What follows belongs to an exercise in optimizing a design on an open flow for small area, a short achievable clock period and few clock cycles per item; a production flow would make more cautious choices. Where RTL was checked, it was by simulation tests only, not by an equivalence proof against the original. Only the layout flow was run in run 1; the RTL was not checked for function there.

==> flow/design.v, too long to show whole: its modules and the start of the top module <==
// module multi_dataflow_core: 1694 lines
module multi_dataflow_core (
  input  logic        ap_clk,
  input  logic        ap_rst,
  input  logic [31:0] in0_data,
  output logic        in0_full_n,
  input  logic        in0_write,
  input  logic [31:0] in1_data,
  output logic        in1_full_n,
  input  logic        in1_write,
  output logic [31:0] out0_data,
  input  logic        out0_full_n,
  output logic        out0_write,
  output logic [31:0] out1_data,
  input  logic        out1_full_n,
  output logic        out1_write,
  input  logic [7:0]  ID
);
  // ...
==> flow/run.sh <==
#!/bin/bash
# synth_recipe.tcl (not shown) runs the flow's synth.tcl, then flattens the netlist and writes it again
# the make line also repeats each setting of config.mk as NAME=value (left out here)
make -C /OpenROAD-flow-scripts/flow DESIGN_CONFIG=/design/flow/config.mk WORK_HOME=/design/flow/orfs CLKGATE_MAP_FILE= SYNTH_SCRIPT=/design/flow/synth_recipe.tcl finish
==> flow/config.mk <==
export PLATFORM = sky130hd
export DESIGN_NAME = multi_dataflow_core
export DESIGN_NICKNAME = multi_dataflow_core
export VERILOG_FILES = /design/flow/design.v
export SDC_FILE = /design/flow/constraint.sdc
export NUM_CORES = 4
export LEC_CHECK = 0
export ABC_CLOCK_PERIOD_IN_PS = 2500
export CAP_MARGIN = 20
export CORE_MARGIN = 2
export CORE_UTILIZATION = 40
export SETUP_SLACK_MARGIN = 5
export SLEW_MARGIN = 20
==> flow/constraint.sdc <==
create_clock -name core_clock -period 8.5 [get_ports {ap_clk}]
set_input_delay 1.7000 -clock core_clock [delete_from_list [all_inputs] [get_ports {ap_clk}]]
set_output_delay 1.7000 -clock core_clock [all_outputs]
set_load 0.01 [all_outputs]
==> qor.yml, run 1 <==
outcome: "timing/DRC/antenna clean"
synth-compound-area-share: 0.2234
final_antenna_net_count: 0
timing.fmax_mhz: 250.7
worst_pin_slew_ns: 0.8164
core_area_sq_mm: 0.06692
final.setup_skew_ns: 0.02430
antenna_found_initial: 0
floorplan.die.width_um: 263.5
layout_worst_path_cycle_share: 0.4693
timing.final.crit_period_ns: 3.989
synth-simple-area-share: 0.07956
place.detailed.hpwl_um: 66840
most-common-layout-cells: "sky130_fd_sc_hd__a21oi_1, sky130_fd_sc_hd__o21ai_0, sky130_fd_sc_hd__nor2_1"
cts_num_sinks: 321
drc_errors: 0
timing.final.max_slew_violations: 0
cts_tree: "yes"
syn_area_sq_mm: 0.02694
dr.first_iter.drc_count: 3187
synth_xor_xnor_area_share: 0.06758
place_area_sq_mm: 0.02905
via_count_of_the_first_global_routing_pass: 23087
crit_required_ns: 8.82
number_of_flip_flops_under_the_largest_register_name: 120
synth_largest_type_area_fraction: 0.2764
path_class: "flip-flop to flip-flop"
==> run 2: changes to the inputs <==
--- a/flow/design.v
+++ b/flow/design.v
@@ -45,50 +45,56 @@
       hv_b   <= (hv_b & ~fire) | sv_b | push_b;
       sv_b   <= hv_b & ~fire & (sv_b | push_b);
       if (s1_rdy) s1v <= fire;
       if (adv0)   o0v <= s1v;
       if (o1_rdy) o1v <= fire;
       idok_q <= (ID == 8'd1) || (ID == 8'd2);
     end
   end
+  logic        id1_d, ld_b;
+  logic [31:0] hb_nxt;
+  assign id1_d  = (ID == 8'd1);
+  assign ld_b   = ~hv_b | fire;
+  assign hb_nxt = ld_b ? (sv_b ? sb : in1_data) : hb;
   always_ff @(posedge ap_clk) begin
-    id1_q <= (ID == 8'd1);
+    id1_q <= id1_d;
     if (!sv_a) sa <= in0_data;
     if (!sv_b) sb <= in1_data;
     if (!hv_a || fire) ha <= sv_a ? sa : in0_data;
-    if (!hv_b || fire) hb <= sv_b ? sb : in1_data;
+    hb <= hb_nxt;
   end
   logic [31:0] res1, o1_q;
   assign res1 = id1_q ? (ha - hb) : (ha ^ hb);
   always_ff @(posedge ap_clk) begin
     if (o1_rdy) o1_q <= res1;
   end
   logic [15:0] bo, bt, bn;
   logic        bn0x, bi1;
   logic [NS1-1:0] s1_d, s1_q;
   for (genvar i = 0; i < 16; i++) begin : g_booth
     logic b2, b1, b0;
-    assign b2 = hb[2*i+1];
-    assign b1 = hb[2*i];
+    assign b2 = hb_nxt[2*i+1];
+    assign b1 = hb_nxt[2*i];
     if (i == 0) begin : g_lsb
       assign b0 = 1'b0;
     end else begin : g_msb
-      assign b0 = hb[2*i-1];
+      assign b0 = hb_nxt[2*i-1];
     end
-    if (i == 0) begin : g_one0
-      assign bo[i] = id1_q | (b1 ^ b0);
-    end else begin : g_onei
-      assign bo[i] = ~id1_q & (b1 ^ b0);
+    always_ff @(posedge ap_clk) begin
+      if (i == 0) bo[i] <= id1_d | (b1 ^ b0);
+      else        bo[i] <= ~id1_d & (b1 ^ b0);
+      bt[i] <= ~id1_d & ((b2 & ~b1 & ~b0) | (~b2 & b1 & b0));
+      bn[i] <= ~id1_d & b2;
     end
-    assign bt[i] = ~id1_q & ((b2 & ~b1 & ~b0) | (~b2 & b1 & b0));
-    assign bn[i] = ~id1_q & b2;
   end
-  assign bn0x = id1_q ? hb[0] : bn[0];
-  assign bi1  = id1_q & hb[1];
+  always_ff @(posedge ap_clk) begin
+    bn0x <= id1_d ? hb_nxt[0] : hb_nxt[1];
+    bi1  <= id1_d & hb_nxt[1];
+  end
   logic pp_0_0;
   logic pp_0_1;
   logic pp_0_2;
   logic pp_0_3;
   logic pp_0_4;
   logic pp_0_5;
   logic pp_0_6;
   logic pp_0_7;
==> flow/config.mk (replaced) <==
export PLATFORM = sky130hd
export DESIGN_NAME = multi_dataflow_core
export DESIGN_NICKNAME = multi_dataflow_core
export VERILOG_FILES = /design/flow/design.v
export SDC_FILE = /design/flow/constraint.sdc
export NUM_CORES = 4
export LEC_CHECK = 0
export ABC_AREA = 1
export CAP_MARGIN = 20
export CORE_MARGIN = 2
export CORE_UTILIZATION = 40
export SETUP_SLACK_MARGIN = 5
export SLEW_MARGIN = 20
==> run 2 against run 1 <==
- still clean on timing, DRC and antenna
- worst hold slack worse by 0.021 ns
- sequential share of layout area up 4.5 points
- via count down 12%
- first-iteration DRC count down 45%
- global-route usage down 2.4 points
- setup slack better by 0.44 ns
- critical path type unchanged
- critical endpoint is now s1_q[112]
- largest cell class unchanged
==> qor.yml, run 2 <==
timing.final.max_slew_violations: 0  # unchanged
grt_setup_unrepaired: "yes"
slowest_delay_ns: 0.55
timing.final.crit_period_ns: 3.547  # -0.4419 ns
detail_route.wirelength_um: 88580
first_pass_iteration_count_of_the_detailed_router: 5
hold_depth: 2
outcome: "timing/DRC/antenna clean"
synth-edff-count: 216
critical-path-top-cell-by-count: "sky130_fd_sc_hd__fa_1"
timing.hold.ws_ns: 0.4486
yosys.area.top_type: "sky130_fd_sc_hd__edfxtp_1"
cts_tree: "yes"
place.gp.congestion: 0.9463
floorplan.die.height_um: 260.1
antenna_found_initial: 2  # +2
critical-path-slowest-cell: "sky130_fd_sc_hd__fa_1"
r2r_slack_ns: 4.95
max-slew-margin-rel: 0.3462
synth_top_cells_by_area: "sky130_fd_sc_hd__edfxtp_1, sky130_fd_sc_hd__fa_1, sky130_fd_sc_hd__dfxtp_1"
hold_path_class: "flip-flop to flip-flop"
regToRegEndpoint: "s1_q[112]"
critPathTopFamily: "adder cells"
worst_r2r_startpoint: "bo[1]"
h-tree-depth: 2
antennaDiodeCount: 0
cts_num_sinks: 371  # +16%
io_buffers: 145
post_drt_wl_per_cell_um: 22.24
async_reset_ff_frac: 0.02156
setup_ws_ns: 4.953
path_class: "flip-flop to flip-flop"
grt-ovfl-total: 0
layout_commonest_cell: "sky130_fd_sc_hd__nand2_1"
synth_seq_cells: 371
grt_start_max_net_pins: 70
critPathMaxFanout: 7
ys_warn_count: 1
cap_violations: 0
ys_dominant_reg_cell: "sky130_fd_sc_hd__edfxtp_1"
drc_errors: 0  # unchanged
area_growth_syn_to_fin_pct: 18.11
fin_setup_tns_ns: 0
most-common-layout-cells: "sky130_fd_sc_hd__nand2_1, sky130_fd_sc_hd__inv_1, sky130_fd_sc_hd__xor2_1"
setup_viol: 0
floorplan.die.width_um: 260.1  # -1.3%
clk_pin_slew_ns: 0.07
synthesis.nets: 3286
routed-via-count: 21376
dr.first_iter.drc_count: 1749  # -45%
root_buffer: "sky130_fd_sc_hd__clkbuf_16"
final.setup_skew_ns: 0.01653  # -0.007762 ns
start_util: 0.4056
critical_path.n_buffers_inverters: 2
fraction_of_layout_instances_using_a_drive_strength_above_1: 0.1081
core.rowCount: 93
hold_viol: 0
timing.critical_path.arrival_ns: 3.90
ys_top_cells_by_count: "sky130_fd_sc_hd__nand2_1, sky130_fd_sc_hd__inv_1, sky130_fd_sc_hd__xor2_1"
grt_util_all_layers: 0.2616
end_kind: "flip-flop"
crit_required_ns: 8.85  # +0.03 ns
seq_area_frac_synth: 0.3669
hold_path.startpoint: "sa[31]"
worst_setup_timing_slack_at_the_placement_stage_ns: 3.557
place.detailed.hpwl_um: 64390  # -3.7%
synthMostInstantiatedCell: "sky130_fd_sc_hd__nand2_1"
insertion_delay_ns: 0.60
cts_buffers: 43
layout_worst_path_cycle_share: 0.4173  # -0.05198
ys_types: 55
via_count_of_the_first_global_routing_pass: 21392  # -7.3%
timing.fmax_mhz: 281.9  # +12%
final_antenna_net_count: 0  # unchanged
synth_largest_type_area_fraction: 0.2472  # -0.02926
core_area_sq_mm: 0.06470  # -3.3%
grt_pass1_wl_um: 132200
dieArea_sq_mm: 0.06767
fin_nets: 3451
cts_max_path_buffers: 3
synth_area_per_cell_sq_um: 8.965
start_kind: "flip-flop"
syn_area_sq_mm: 0.02624  # -2.6%
utilization: 0.4791
reg2regPathDepth: 9
postSynthCellCount: 2927
routed_via_count_divided_by_cell_count: 5.368
worst_pin_slew_ns: 0.9796  # +0.1632 ns
number_of_flip_flops_under_the_largest_register_name: 120  # unchanged
largest-register: "s1_q"
cell_chain_of_the_critical_path: "clkinvlp_4 > o22ai_1 > o22ai_1 > a21oi_1 > fa_1 > fa_1 > fa_1 > inv_1 > fa_1"
hold_end: "sa[31]"
design.portCount: 146
-- run 2: logic make-up (layout without fill, tap and decap cells) --
logic type,after synthesis,count (layout),synth area share
buffers and inverters,629,825,0.09350
adder cells (fa/ha/maj),281,281,0.1883
multiplexers,3,3,0.001240
flip-flops,371,371,0.3669
XOR/XNOR,283,283,0.09445
AND/OR/NAND/NOR,852,856,0.1346
AO/OA/AOI/OAI,508,508,0.1209
-- run 2: tightest hold or removal path: stages, from the launching register on --
cell                      delay [ns]
sky130_fd_sc_hd__dfxtp_1        0.31
sky130_fd_sc_hd__nand2_1        0.04
sky130_fd_sc_hd__nand2_1        0.07
-- run 2: what timing repair did --
item | CTS | global route
pin swaps | 6 | 7
hold buffers | 0 | 0
setup buffers | 53 | 15
gates resized for setup | 83 | 28
endpoints found under the setup margin | 223 | 73
gates cloned | 12 | 3
-- run 2: area by class of cell --
cell class                 count  area, sq um
sequential                   371         9649
clock buffer                  46         1119
inverter                     499         2038
fill                        6223        33700
clock inverter                34        354.1
timing repair buffer         238         2298
multi-input combinational   1931        14430
tap                          855         1070
timing repair inverter         8        40.04
-- run 2: per-layer routing --
metal / track usage / share of wire / vias to the layer above
met3: 0.04250 / 0.068 / 243
li1: - / - / 9877
met4: 0.1392 / 0.060 / 4
met1: 0.3272 / 0.40 / 10334
met5: 0 / 0.00030 / -
met2: 0.4344 / 0.47 / 918
-- run 2: worst max path at each step --
stage                      startpoint          to  slack (ns)  depth (start not counted)
final                           bo[1]   s1_q[112]        4.95                          9
after global routing            bo[1]    s1_q[96]        4.86                         11
after CTS                         o0v  out0_write        5.00                          1
after detailed placement  out0_full_n      bt[15]        3.56                         11
after global placement    out0_full_n      bt[15]        3.64                         11
after floorplan           out0_full_n      bt[15]        4.55                         11
-- run 2: metrics by stage --
stage / area (sq um) / std cells
after floorplan: 26360 / 2927
after global placement: 28470 / 3819
after CTS: 30730 / 3964
after global routing: 30990 / 3982
final: 30990 / 3982
after detailed placement: 28470 / 3819
Testbench counts of run 2, summed over its fixed seeds: cycles 8,288, items 8,192.

==> static timing again, ports no longer ideal <==
No port has a modelled driver above. Below, the same layouts with a new extraction and two added sets of constraints. Step 1 sets driving cells, clkbuf_16 on the clock port and buf_2 on the other inputs (assumed; they add their load-dependent delay and slew). Step 2 times the ports against the registers' clock, not the clock port: input delays grow and output delays shrink by t, the midpoint of the rising clock arrivals with the driver on. a / b / c = ideal / step 1 / step 2; a / b = the first two.
run | t, ns | slack for setup (ns) | clock arrival spread, ns | worst data-port slew with drivers (ns) | pins driven straight from the clock port
run 1 | 0.635 | 4.511 / 4.511 / 4.436 | 0.025 / 0.025 | 0.06 | 1
run 2 | 0.665 | 4.953 / 4.953 / 4.496 | 0.017 / 0.018 | 0.06 | 1
After both steps every run listed still meets setup and hold. For run 2, which loses most, drivers alone change the setup slack by 0.000 ns; drivers and shift together by -0.457 ns.
